Context: an optimization exercise on an open-source flow, tuned for small area, a short achievable clock period and few clock cycles per item. The choices shown serve that exercise and are no tape-out recipe. Only simulation tests tie the RTL to the original design; equivalence was not proved.

==> nickel <==
==> flow/design.v <==
package mexp_pkg;
   localparam int BASE_WIDTH     = 64;
   localparam int EXP_WIDTH      = 64;
   localparam int RESULT_WIDTH   = 32;
   localparam int CSR_DATA_WIDTH = 32;
   localparam int CSR_ADDR_WIDTH = 3;
   localparam int REQ_DATA_WIDTH = BASE_WIDTH + EXP_WIDTH;
   localparam logic REG_MODULUS = 1'b0;
   localparam logic [CSR_DATA_WIDTH-1:0] MODULUS_RESET = 32'd1000000007;
   localparam int DW = 35;
   localparam logic [2:0] S_IDLE = 3'd0;
   localparam logic [2:0] S_NORM = 3'd1;
   localparam logic [2:0] S_RUN  = 3'd2;
   localparam logic [2:0] S_CONV = 3'd3;
   localparam logic [2:0] S_FIN  = 3'd4;
   localparam logic [1:0] OP_RED = 2'd0;    
   localparam logic [1:0] OP_SQ  = 2'd1;    
   localparam logic [1:0] OP_MUL = 2'd2;    
endpackage
import mexp_pkg::*;
module mexp_mulmod (
   input  logic [DW-1:0] s_in,
   input  logic [DW-1:0] c_in,
   input  logic [32:0]   a,        
   input  logic [7:0]    a3t,      
   input  logic          d1,
   input  logic          i1,
   input  logic          d2,
   input  logic          i2,
   input  logic [31:0]   m,        
   output logic [DW-1:0] s_out,
   output logic [DW-1:0] c_out
);
   localparam int EW = 8;           
   logic [DW-1:0] a_ext, s2, c2, t1, t2, s1, c1, maj1, u1, sa, ca, majA;
   logic [DW-1:0] s2b, c2b, sb, cb, majB, u2, maj2;
   logic [EW-1:0] a1t, ta;
   logic [EW-1:0] tk [0:4];
   logic [EW-1:0] est1;
   logic [EW-1:0] kq [0:4];
   logic [EW-1:0] est2 [0:4];
   logic          big;
   logic [4:0]    q1, q2;           
   logic [4:0]    q2c [0:4];
   function automatic logic [4:0] pick(logic [EW-1:0] est, logic big);
      logic neg, ge_t2, ge_m8, ge_tn;
      neg   = est[7];
      ge_t2 = !neg && ((est[6:5] != 2'b00) || (!big && est[4] && (est[3:2] != 2'b00)));
      ge_m8 = !neg || (est[6:3] == 4'b1111);
      ge_tn = !neg || (est[6:5] == 2'b11) || (big && est[6:3] == 4'b1011);
      pick  = {!ge_tn, ge_tn && !ge_m8, ge_m8 && neg, !neg && !ge_t2, ge_t2};
   endfunction
   function automatic logic [DW-1:0] qm(logic [4:0] q, logic [31:0] mv);
      qm = ({DW{q[0]}} & ~{2'b00, mv, 1'b0})
         | ({DW{q[1]}} & ~{3'b000, mv})
         | ({DW{q[3]}} &  {3'b000, mv})
         | ({DW{q[4]}} &  {2'b00, mv, 1'b0});
   endfunction
   always_comb begin
      a_ext   = {{(DW-33){a[32]}}, a};
      big     = m[30] || m[29];                                
      kq[0] = ~(EW'({1'b0, m[31:25]}));
      kq[1] = ~(EW'({2'b0, m[31:26]}));
      kq[2] = '0;
      kq[3] = EW'({2'b0, m[31:26]});
      kq[4] = EW'({1'b0, m[31:25]});
      a1t  = d1 ? a_ext[DW-1:DW-8] : '0;
      est1 = s_in[DW-2:DW-9] + c_in[DW-2:DW-9] + a1t;
      q1   = pick(est1, big);
      case ({d1, d2})
         2'b00:   ta = '0;
         2'b01:   ta = a_ext[DW-1:DW-8];
         2'b10:   ta = a_ext[DW-2:DW-9];
         default: ta = a3t;
      endcase
      for (int i = 0; i < 5; i++) begin
         tk[i]   = ta + kq[i];
         est2[i] = s_in[DW-3:DW-10] + c_in[DW-3:DW-10] + tk[i];
         q2c[i]  = pick(est2[i], big);
      end
      q2 = ({5{q1[0]}} & q2c[0]) | ({5{q1[1]}} & q2c[1]) | ({5{q1[2]}} & q2c[2])
         | ({5{q1[3]}} & q2c[3]) | ({5{q1[4]}} & q2c[4]);
      s2   = {s_in[DW-2:0], 1'b0};
      c2   = {c_in[DW-2:0], 1'b0};
      t1   = d1 ? a_ext : '0;
      s1   = s2 ^ c2 ^ t1;
      maj1 = (s2 & c2) | (s2 & t1) | (c2 & t1);
      c1   = {maj1[DW-2:0], i1};
      u1   = qm(q1, m);
      sa   = s1 ^ c1 ^ u1;
      majA = (s1 & c1) | (s1 & u1) | (c1 & u1);
      ca   = {majA[DW-2:0], q1[0] | q1[1]};
      t2   = d2 ? a_ext : '0;
      s2b  = {sa[DW-2:0], 1'b0};
      c2b  = {ca[DW-2:0], 1'b0};
      sb   = s2b ^ c2b ^ t2;
      majB = (s2b & c2b) | (s2b & t2) | (c2b & t2);
      cb   = {majB[DW-2:0], i2};
      u2   = qm(q2, m);
      s_out = sb ^ cb ^ u2;
      maj2  = (sb & cb) | (sb & u2) | (cb & u2);
      c_out = {maj2[DW-2:0], q2[0] | q2[1]};
   end
endmodule
import mexp_pkg::*;
module modular_exponentiation
#(
   parameter int MODULUS_BITS  = 32,
   parameter int EXPONENT_BITS = 64
) (
   input  logic                      clock,
   input  logic                      reset,
   input  logic                      req_tvalid,
   output logic                      req_tready,
   input  logic [REQ_DATA_WIDTH-1:0] req_tdata,    
   output logic                      rsp_tvalid,
   input  logic                      rsp_tready,
   output logic [RESULT_WIDTH-1:0]   rsp_tdata,    
   input  logic                      csr_psel,
   input  logic                      csr_penable,
   input  logic                      csr_pwrite,
   input  logic [CSR_ADDR_WIDTH-1:0] csr_paddr,
   input  logic [CSR_DATA_WIDTH-1:0] csr_pwdata,
   output logic [CSR_DATA_WIDTH-1:0] csr_prdata,
   output logic                      csr_pready
);
   logic [2:0]               state_ff, state_in;
   logic [1:0]               op_ff, op_in;
   logic [31:0]              modulus_ff, modulus_in;
   logic [31:0]              m_ff, m_in;            
   logic [4:0]               sh_ff, sh_in;          
   logic [32:0]              x_ff, x_in;            
   logic [32:0]              r_ff, r_in;            
   logic [DW-1:0]            sv_ff, sv_in;          
   logic [DW-1:0]            cv_ff, cv_in;
   logic [EXPONENT_BITS-1:0] e_ff, e_in;
   logic [4:0]               cnt_ff, cnt_in;        
   logic                     first_ff, first_in;    
   logic                     pend_ff, pend_in;      
   logic                     one_ff, one_in;        
   logic                     bool_ff, bool_in;      
   logic                     zero_ff, zero_in;      
   logic                     dm_hi_ff, dm_lo_ff;    
   logic                     dr_hi_ff, dr_lo_ff;    
   logic [7:0]               a3t_ff;                
   logic                     init_red_ff;           
   logic                     init_neg_ff;           
   logic                     rsp_tvalid_ff, rsp_tvalid_in;
   logic                     fph_ff, fph_in;        
   logic [BASE_WIDTH-1:0]    req_base;
   logic [EXPONENT_BITS-1:0] req_exp;
   logic                     req_accept;
   logic                     csr_write;
   logic                     red;
   logic [32:0]              b_nxt, a_op;
   logic                     d_hi_in, d_lo_in, d_sgn_in;
   logic [DW-1:0]            s_fb, c_fb, s_nxt, c_nxt;
   logic                     fin, sub;
   logic [DW-1:0]            cpa_a, cpa_b, cpa;
   logic                     e_rest_zero;
   assign req_base   = req_tdata[BASE_WIDTH-1:0];
   assign req_exp    = req_tdata[BASE_WIDTH +: EXPONENT_BITS];
   assign req_tready = (state_ff == S_IDLE) && !rsp_tvalid_ff;
   assign req_accept = req_tvalid && req_tready;
   assign csr_pready = 1'b1;
   assign csr_write  = csr_psel && csr_penable && csr_pwrite
                       && (csr_paddr[2] == REG_MODULUS);
   assign csr_prdata = (csr_paddr[2] == REG_MODULUS) ? CSR_DATA_WIDTH'(modulus_ff) : '0;
   assign modulus_in = csr_write ? MODULUS_BITS'(csr_pwdata) : modulus_ff;
   assign red  = (op_ff == OP_RED);
   assign a_op = x_ff;
   assign b_nxt = (op_in == OP_SQ || (op_in == OP_RED && cnt_in[4])) ? x_in : r_in;
   assign d_sgn_in = b_nxt[32];
   assign d_hi_in = b_nxt[{cnt_in[3:0], 1'b1}];
   assign d_lo_in = b_nxt[{cnt_in[3:0], 1'b0}];
   assign s_fb = ({DW{!first_ff}} & sv_ff)
               | ({DW{init_red_ff}} & {{(DW-1){x_ff[31]}}, x_ff[30]})
               | ({DW{init_neg_ff}} & ~{{(DW-33){a_op[32]}}, a_op});
   assign c_fb = ({DW{!first_ff}} & cv_ff) | {{(DW-1){1'b0}}, init_neg_ff};
   mexp_mulmod u_mul (
      .s_in   (s_fb),
      .c_in   (c_fb),
      .a      (a_op),
      .a3t    (a3t_ff),
      .d1     (dm_hi_ff),
      .i1     (dr_hi_ff),
      .d2     (dm_lo_ff),
      .i2     (dr_lo_ff),
      .m      (m_ff),
      .s_out  (s_nxt),
      .c_out  (c_nxt)
   );
   assign fin    = (state_ff == S_FIN);
   assign sub    = fph_ff && !r_ff[32];
   assign cpa_a  = fin ? {{(DW-33){r_ff[32]}}, r_ff} : sv_ff;
   assign cpa_b  = fin ? ({3'd0, m_ff} ^ {DW{sub}}) : cv_ff;
   assign cpa    = cpa_a + cpa_b + {{(DW-1){1'b0}}, fin && sub};
   assign e_rest_zero = (e_ff[EXPONENT_BITS-1:1] == '0);
   always_comb begin
      state_in      = state_ff;
      op_in         = op_ff;
      m_in          = m_ff;
      sh_in         = sh_ff;
      x_in          = x_ff;
      r_in          = r_ff;
      sv_in         = s_nxt;
      cv_in         = c_nxt;
      e_in          = e_ff;
      cnt_in        = cnt_ff;
      first_in      = 1'b0;
      pend_in       = pend_ff;
      fph_in        = 1'b0;
      one_in        = one_ff;
      bool_in       = bool_ff;
      zero_in       = zero_ff;
      rsp_tvalid_in = rsp_tvalid_ff && !rsp_tready;
      case (state_ff)
         S_IDLE: begin
            if (req_accept) begin
               x_in    = {req_base[63], req_base[63:32]};
               r_in    = {1'b0, req_base[31:0]};
               e_in    = req_exp;
               m_in    = modulus_ff;
               sh_in   = '0;
               op_in   = OP_RED;
               cnt_in  = 5'd30;
               first_in = 1'b1;
               pend_in = 1'b0;
               bool_in = 1'b0;
               zero_in = (modulus_ff == '0);
               if (modulus_ff == '0) begin
                  rsp_tvalid_in = 1'b1;
               end else if (modulus_ff[31]) begin
                  state_in = S_RUN;
               end else begin
                  state_in = S_NORM;
               end
            end
         end
         S_NORM: begin
            m_in     = m_ff << 1;
            sh_in    = sh_ff + 5'd1;
            first_in = 1'b1;
            if (m_ff[30]) begin
               state_in = S_RUN;
            end
         end
         S_RUN: begin
            cnt_in = cnt_ff - 5'd1;
            if (first_ff && pend_ff) begin
               r_in    = cpa[32:0];
               pend_in = 1'b0;
            end
            if (cnt_ff == '0) begin
               if (op_ff == OP_MUL && !e_rest_zero) begin
                  op_in    = OP_SQ;
                  cnt_in   = 5'd15;
                  first_in = 1'b1;
                  pend_in  = 1'b1;
                  e_in     = e_ff >> 1;
               end else begin
                  state_in = S_CONV;
               end
            end
         end
         S_CONV: begin
            cnt_in   = 5'd15;
            first_in = 1'b1;
            if (op_ff == OP_MUL) begin
               r_in     = cpa[32:0];
               state_in = S_FIN;
            end else begin
               x_in = cpa[32:0];
               if (op_ff == OP_RED && (e_ff[EXPONENT_BITS-1] || e_ff == '0)) begin
                  bool_in  = 1'b1;
                  r_in     = cpa[32:0];
                  state_in = S_FIN;
               end else begin
                  if (op_ff == OP_RED) begin
                     one_in = 1'b1;
                  end
                  if (e_ff[0] && (op_ff == OP_RED || one_ff)) begin
                     r_in   = cpa[32:0];
                     one_in = 1'b0;
                  end
                  if (e_ff[0] && op_ff == OP_SQ && !one_ff) begin
                     op_in    = OP_MUL;
                     state_in = S_RUN;
                  end else if (e_rest_zero) begin
                     state_in = S_FIN;
                  end else begin
                     op_in    = OP_SQ;
                     e_in     = e_ff >> 1;
                     state_in = S_RUN;
                  end
               end
            end
         end
         S_FIN: begin
            if (fph_ff) begin
               r_in   = cpa[32:0];
               fph_in = 1'b0;
            end else if (sh_ff != '0) begin
               m_in   = m_ff >> 1;
               sh_in  = sh_ff - 5'd1;
               fph_in = 1'b1;
            end else begin
               if (r_ff[32]) begin
                  r_in = cpa[32:0];
               end
               rsp_tvalid_in = 1'b1;
               state_in      = S_IDLE;
            end
         end
         default: begin
            state_in = S_IDLE;
         end
      endcase
   end
   always_ff @(posedge clock) begin
      if (reset) begin
         state_ff      <= S_IDLE;
         modulus_ff    <= MODULUS_BITS'(MODULUS_RESET);
         rsp_tvalid_ff <= 1'b0;
      end else begin
         state_ff      <= state_in;
         modulus_ff    <= modulus_in;
         rsp_tvalid_ff <= rsp_tvalid_in;
      end
      op_ff    <= op_in;
      m_ff     <= m_in;
      sh_ff    <= sh_in;
      x_ff     <= x_in;
      r_ff     <= r_in;
      sv_ff    <= sv_in;
      cv_ff    <= cv_in;
      e_ff     <= e_in;
      cnt_ff   <= cnt_in;
      first_ff <= first_in;
      pend_ff  <= pend_in;
      fph_ff   <= fph_in;
      one_ff   <= one_in;
      bool_ff  <= bool_in;
      zero_ff  <= zero_in;
      dm_hi_ff <= d_hi_in && (op_in != OP_RED);
      dm_lo_ff <= d_lo_in && (op_in != OP_RED);
      dr_hi_ff <= d_hi_in && (op_in == OP_RED);
      dr_lo_ff <= d_lo_in && (op_in == OP_RED);
      a3t_ff   <= {x_in[32], x_in[32:26]} + {x_in[32], x_in[32], x_in[32:27]};
      init_red_ff <= first_in && (op_in == OP_RED);
      init_neg_ff <= first_in && (op_in != OP_RED) && d_sgn_in;
   end
   assign rsp_tvalid = rsp_tvalid_ff;
   assign rsp_tdata  = zero_ff ? '0
                     : bool_ff ? {31'd0, (r_ff[31:0] != '0)}
                     : r_ff[31:0];
endmodule
==> flow/run.sh <==
#!/bin/bash
# synth_recipe.tcl (not shown) runs the flow's synth.tcl, then flattens the netlist and writes it again
# the make line also repeats each setting of config.mk as NAME=value (left out here)
make -C /OpenROAD-flow-scripts/flow DESIGN_CONFIG=/design/flow/config.mk WORK_HOME=/design/flow/orfs CLKGATE_MAP_FILE= SYNTH_SCRIPT=/design/flow/synth_recipe.tcl finish
==> flow/config.mk <==
export PLATFORM = sky130hd
export DESIGN_NAME = modular_exponentiation
export DESIGN_NICKNAME = modular_exponentiation
export VERILOG_FILES = /design/flow/design.v
export SDC_FILE = /design/flow/constraint.sdc
export NUM_CORES = 4
export LEC_CHECK = 0
export CAP_MARGIN = 20
export CORE_MARGIN = 2
export CORE_UTILIZATION = 40
export SETUP_SLACK_MARGIN = 4.5
export SLEW_MARGIN = 20
==> flow/constraint.sdc <==
create_clock -name core_clock -period 10.0 [get_ports {clock}]
set_input_delay 2.0000 -clock core_clock [delete_from_list [all_inputs] [get_ports {clock}]]
set_output_delay 2.0000 -clock core_clock [all_outputs]
set_load 0.01 [all_outputs]
==> pepper (differences from nickel) <==
--- a/flow/design.v
+++ b/flow/design.v
@@ -24,3 +24,2 @@
    input  logic [32:0]   a,        
-   input  logic [7:0]    a3t,      
    input  logic          d1,
@@ -36,3 +35,3 @@
    logic [DW-1:0] s2b, c2b, sb, cb, majB, u2, maj2;
-   logic [EW-1:0] a1t, ta;
+   logic [EW-1:0] a1t, a2t, p2, ta;
    logic [EW-1:0] tk [0:4];
@@ -69,8 +68,5 @@
       q1   = pick(est1, big);
-      case ({d1, d2})
-         2'b00:   ta = '0;
-         2'b01:   ta = a_ext[DW-1:DW-8];
-         2'b10:   ta = a_ext[DW-2:DW-9];
-         default: ta = a3t;
-      endcase
+      a2t = d1 ? a_ext[DW-2:DW-9] : '0;
+      p2  = d2 ? a_ext[DW-1:DW-8] : '0;
+      ta  = a2t + p2;
       for (int i = 0; i < 5; i++) begin
@@ -144,3 +140,2 @@
    logic                     dr_hi_ff, dr_lo_ff;    
-   logic [7:0]               a3t_ff;                
    logic                     init_red_ff;           
@@ -156,2 +151,3 @@
    logic                     d_hi_in, d_lo_in, d_sgn_in;
+   logic [63:0]              dvec;
    logic [DW-1:0]            s_fb, c_fb, s_nxt, c_nxt;
@@ -171,6 +167,8 @@
    assign a_op = x_ff;
-   assign b_nxt = (op_in == OP_SQ || (op_in == OP_RED && cnt_in[4])) ? x_in : r_in;
+   assign b_nxt = (op_in == OP_SQ) ? x_in : r_in;
+   assign dvec  = (op_in == OP_RED) ? {x_in[31:0], r_in[31:0]}
+                                    : {32'd0, b_nxt[31:0]};
    assign d_sgn_in = b_nxt[32];
-   assign d_hi_in = b_nxt[{cnt_in[3:0], 1'b1}];
-   assign d_lo_in = b_nxt[{cnt_in[3:0], 1'b0}];
+   assign d_hi_in = dvec[{cnt_in, 1'b1}];
+   assign d_lo_in = dvec[{cnt_in, 1'b0}];
    assign s_fb = ({DW{!first_ff}} & sv_ff)
@@ -183,3 +181,2 @@
       .a      (a_op),
-      .a3t    (a3t_ff),
       .d1     (dm_hi_ff),
@@ -348,3 +345,2 @@
       dr_lo_ff <= d_lo_in && (op_in == OP_RED);
-      a3t_ff   <= {x_in[32], x_in[32:26]} + {x_in[32], x_in[32], x_in[32:27]};
       init_red_ff <= first_in && (op_in == OP_RED);
SETUP_SLACK_MARGIN = 5   (was 4.5)
==> notes <==
- pepper completed with no timing, DRC or antenna violations. nickel passed the timing, design-rule and antenna checks.
- Between nickel and pepper, the lower via count is in nickel (gap about 2.3%, measured against pepper).
- Between nickel and pepper, the lower die area is in nickel (gap about 0.75%, measured against pepper).
- Core utilization: pepper is lower than nickel (0.28 points).
- Between nickel and pepper, the lower first-iteration DRC count is in pepper (gap about 9%, measured against pepper).
- Of nickel and pepper, pepper has the higher cell count (gap about 1.9%, measured against pepper).
- In nickel the setup slack is lower than in pepper, by 42 ps.
- In pepper the cell area is higher than in nickel, by about 0.9%.
- Synthesized cell count: nickel is lower than pepper (2.6%).
==> figures <==
| item | nickel | pepper |
|---|---|---|
| Area of combinational cells with multiple inputs | 17,790 um2 | 18,090 um2 |
| Result of the run | no timing/DRC/antenna violations | no timing/DRC/antenna violations |
| Number of global-route vias before repair | 23,960 | 24,860 |
| Cell area after placement | 27,980 um2 | 28,450 um2 |
| Placed wire-length estimate | 67,020 um | 70,480 um |
| Adder and majority cell fraction of the synthesized area | 0.1719 | 0.1711 |
| Final Cycle Share | 0.5828 | 0.5786 |
| Tapcell count | 837 | 846 |
| Fraction of cell area in non-clock buffers | 0.1302 | 0.1296 |
| Worst hold path endpoint | fph_ff$_SDFF_PP0_ | modulus_ff[31]$_SDFFE_PP0P_ |
| Worst Slack Setup Final | 4172 ps | 4214 ps |
| Overall routing resource usage | 0.2930 | 0.2962 |
| Nonclk inv count | 258 | 247 |
| Storage element area | 7023 um2 | 6890 um2 |
| Routed WL per cell | 23.77 um | 24.31 um |
| Remaining max-slew budget at the tightest pin | 0.3074 | 0.2684 |
| Worst path depth | 24 | 25 |
| Cts repair resizes | 268 | 211 |
| Ratio of cells with drive above 1 in the final layout | 0.1529 | 0.1518 |
Testbench counts of nickel, summed over its fixed seeds: cycles 110,475, items 128.
Testbench counts of pepper, summed over its fixed seeds: cycles 110,475, items 128.

[afterwards: timing with drivers on the ports]
The results above use ideal ports. As a check the final layouts listed here were re-extracted and re-timed, cells and wires unchanged. Step 1 (the two cells are an assumption about what drives the block):
set clk [get_ports {clock}]
set_driving_cell -lib_cell sky130_fd_sc_hd__clkbuf_16 $clk
set_driving_cell -lib_cell sky130_fd_sc_hd__buf_2 [delete_from_list [all_inputs] $clk]
Step 2 also shifts input and output timing later by t, the mid clock arrival at the registers, as if the neighbouring blocks saw the same clock. Slacks: ideal / step 1 / step 2; pairs: ideal / step 1.
run	t, ns	setup slack, ns	hold WS [ns]	clock arrival spread, ns	pins driven straight from the clock port
nickel	0.633	4.172 / 4.172 / 3.868	0.507 / 0.507 / 0.507	0.034 / 0.033	1
pepper	0.621	4.214 / 4.214 / 4.214	0.514 / 0.514 / 0.514	0.029 / 0.030	1
After both steps every run listed still meets setup and hold. The setup slack of nickel, which loses most, moves by 0.000 ns with the drivers and by -0.304 ns with both steps.
